Source: an optimization exercise on an open RTL-to-GDS flow (aim: small area). Production flows keep margins and buffers that such runs may drop.
Function was checked by simulation only, so behaviour that the tests miss may differ from the original.
Power figures rest on the tool's default switching activity, not on a simulated workload.

Setup of P:
## branch_chkpt_ctrl
module branch_chkpt_ctrl #(
    parameter int NUM_CHKPT = branch_chkpt_ctrl_pkg::NUM_CHKPT,
    parameter int TAG_W     = branch_chkpt_ctrl_pkg::CHKPT_TAG_W
) (
    input  logic                                        clk_i,
    input  logic                                        rst_i,
    input  logic                                        chkpt_we_i,
    input  logic [branch_chkpt_ctrl_pkg::MAP_W-1:0]     chkpt_rat_map_i,
    input  logic [branch_chkpt_ctrl_pkg::PREG_W-1:0]    chkpt_fl_head_i,
    input  logic [branch_chkpt_ctrl_pkg::COUNT_W-1:0]   chkpt_fl_free_count_i,
    output logic [TAG_W-1:0]                            chkpt_tag_o,
    output logic                                        chkpt_avail_o,
    input  logic                                        commit_free_valid_i,
    input  logic [branch_chkpt_ctrl_pkg::PREG_W-1:0]    fl_live_tail_i,
    input  logic                                        resolve_valid_i,
    input  logic [TAG_W-1:0]                            resolve_tag_i,
    input  logic                                        resolve_mispredict_i,
    output logic                                        rat_recover_o,
    output logic [branch_chkpt_ctrl_pkg::MAP_W-1:0]     rat_recover_map_o,
    output logic                                        fl_recover_o,
    output logic [branch_chkpt_ctrl_pkg::PREG_W-1:0]    fl_recover_head_o,
    output logic [branch_chkpt_ctrl_pkg::PREG_W-1:0]    fl_recover_tail_o,
    output logic [branch_chkpt_ctrl_pkg::COUNT_W-1:0]   fl_recover_free_count_o,
    output logic                                        flush_o,
    output logic                                        busy_o
);
    localparam int PTR_W   = $clog2(NUM_CHKPT);
    localparam int MAP_W   = branch_chkpt_ctrl_pkg::MAP_W;
    localparam int PREG_W  = branch_chkpt_ctrl_pkg::PREG_W;
    localparam int COUNT_W = branch_chkpt_ctrl_pkg::COUNT_W;
    localparam int DATA_W  = MAP_W + PREG_W;
    logic [DATA_W-1:0]  slot_data  [NUM_CHKPT];
    logic [COUNT_W-1:0] slot_cbase [NUM_CHKPT];
    logic [NUM_CHKPT-1:0] slot_valid;
    logic [NUM_CHKPT-1:0] slot_resolved;
    logic [PTR_W-1:0]   oldest_q;
    logic [PTR_W-1:0]   alloc_q;
    logic [PTR_W-1:0]   rec_tag_q;     
    logic               recover_q;
    logic [COUNT_W-1:0] free_cnt_q;
    logic [COUNT_W-1:0] free_cnt_d;
    logic               full;
  ...
==> flow/config.mk <==
export PLATFORM = sky130hd
export DESIGN_NAME = branch_chkpt_ctrl
export DESIGN_NICKNAME = branch_chkpt_ctrl
export VERILOG_FILES = /design/flow/design.v
export SDC_FILE = /design/flow/constraint.sdc
export NUM_CORES = 4
export LEC_CHECK = 0
export ABC_AREA = 1
export CAP_MARGIN = 20
export CORE_MARGIN = 2
export CORE_UTILIZATION = 30
export SLEW_MARGIN = 20
==> flow/constraint.sdc <==
create_clock -name core_clock -period 5.5 [get_ports {clk_i}]
set_input_delay 1.1000 -clock core_clock [delete_from_list [all_inputs] [get_ports {clk_i}]]
set_output_delay 1.1000 -clock core_clock [all_outputs]
set_load 0.01 [all_outputs]
standard.sh (not shown) runs the stock make flow with config.mk's settings and CLKGATE_MAP_FILE= SYNTH_SCRIPT=/design/flow/synth_recipe.tcl, a recipe that flattens the netlist after the stock synthesis.
==> flow/flow/run.sh <==
#!/bin/bash
# Own layout flow: the standard synthesis, then a re-mapping of the datapath's
# combinational logic (registers untouched, see remap.py), then the standard layout steps
# with the ports buffered by the smallest buffer and a clock tree of small buffers without
# dummy loads.
set -euo pipefail
W=$(pwd)
R=$W/orfs/results/${FLOW_PLATFORM}/branch_chkpt_ctrl/base
bash standard.sh synth > $W/flow_synth.log 2>&1
cp $R/1_2_yosys.v $W/1_2_yosys.standard.v
python3 $W/flow/remap.py $R/1_2_yosys.v > $W/flow_remap.log 2>&1
rm -f $R/1_synth.odb $R/1_synth.sdc
export BUFFER_PORTS_ARGS="-buffer_cell sky130_fd_sc_hd__buf_1"
export CTS_ARGS="-sink_clustering_enable -repair_clock_nets -dont_use_dummy_load -sink_clustering_size 20 -sink_clustering_max_diameter 65 -buf_list {sky130_fd_sc_hd__clkbuf_8}"
bash standard.sh finish > $W/flow_finish.log 2>&1
Other scripts of this flow, unchanged in this note and not shown: flow/flow/remap.py
> inputs changed (P -> Q)
-- flow/flow/run.sh --
<<< P, line 13
export BUFFER_PORTS_ARGS="-buffer_cell sky130_fd_sc_hd__buf_1"
export CTS_ARGS="-sink_clustering_enable -repair_clock_nets -dont_use_dummy_load -sink_clustering_size 20 -sink_clustering_max_diameter 65 -buf_list {sky130_fd_sc_hd__clkbuf_8}"
bash standard.sh finish > $W/flow_finish.log 2>&1
>>> Q, line 13
export BUFFER_PORTS_ARGS="-buffer_cell sky130_fd_sc_hd__buf_1"
export CTS_ARGS="-sink_clustering_enable -repair_clock_nets -dont_use_dummy_load -sink_clustering_size 30 -sink_clustering_max_diameter 80 -buf_list {sky130_fd_sc_hd__clkbuf_8 sky130_fd_sc_hd__clkbuf_16}"
bash standard.sh finish > $W/flow_finish.log 2>&1
[summary]
Per the final summary, Q finished and its layout is clean on timing, DRC and antenna. Q against P: sequential fraction of design power moved down; power per cell area +1.6%; number of clock buffer instances in the layout lower; global-route usage has remained practically unchanged.
What R does differently from Q at the input level:
-- flow/flow/run.sh --
<<< Q, line 13
export BUFFER_PORTS_ARGS="-buffer_cell sky130_fd_sc_hd__buf_1"
export CTS_ARGS="-sink_clustering_enable -repair_clock_nets -dont_use_dummy_load -sink_clustering_size 30 -sink_clustering_max_diameter 80 -buf_list {sky130_fd_sc_hd__clkbuf_8 sky130_fd_sc_hd__clkbuf_16}"
bash standard.sh finish > $W/flow_finish.log 2>&1
>>> R, line 13
export BUFFER_PORTS_ARGS="-buffer_cell sky130_fd_sc_hd__buf_1"
export CTS_ARGS="-sink_clustering_enable -repair_clock_nets -dont_use_dummy_load -sink_clustering_size 20 -sink_clustering_max_diameter 50 -buf_list {sky130_fd_sc_hd__clkbuf_4 sky130_fd_sc_hd__clkbuf_8}"
bash standard.sh finish > $W/flow_finish.log 2>&1
- Fraction of the cycle the final worst path needs for R: 0.52 points up relative to Q
- Compared with Q, R shows a minimum period implied by the final worst setup slack that is 0.029 ns higher.
- Comparing Q and R, the lower clock-buffer cell count is on Q.
- On overall routed net length: R sits above Q.
- The level count of the clock H-tree in R sits 1 above the value recorded for Q.
- The fill cell instance count of the final layout was comparable across Q and R.
- Of the two values seen for library cell contributing the largest single delay on the critical path, fa_1 was produced by R and dfxtp_1 by Q.

==> separate check: timing with driven ports <==
The flow's constraints put no driver on any port. The routed layouts listed below were extracted and timed again, unchanged, in two steps.
Step 1, drivers: a clkbuf_16 drives clk_i and a buf_2 each remaining input, both assumed.
Step 2 times the ports against the registers' clock, not the clock port: input delays grow and output delays shrink by t, the midpoint of the rising clock arrivals with the driver on.
Slacks: ideal ports / drivers / drivers and shift; pairs: ideal ports / drivers.
| run | t (ns) | setup slack, ns | latest minus earliest clock arrival (ns) |
|---|---|---|---|
| P | 0.770 | 0.226 / 0.161 / 0.387 | 0.086 / 0.086 |
| Q | 0.648 | 0.286 / 0.222 / 0.393 | 0.070 / 0.070 |
| R | 0.772 | 0.257 / 0.193 / 0.397 | 0.076 / 0.077 |
After both steps setup and hold are still met in every run listed.
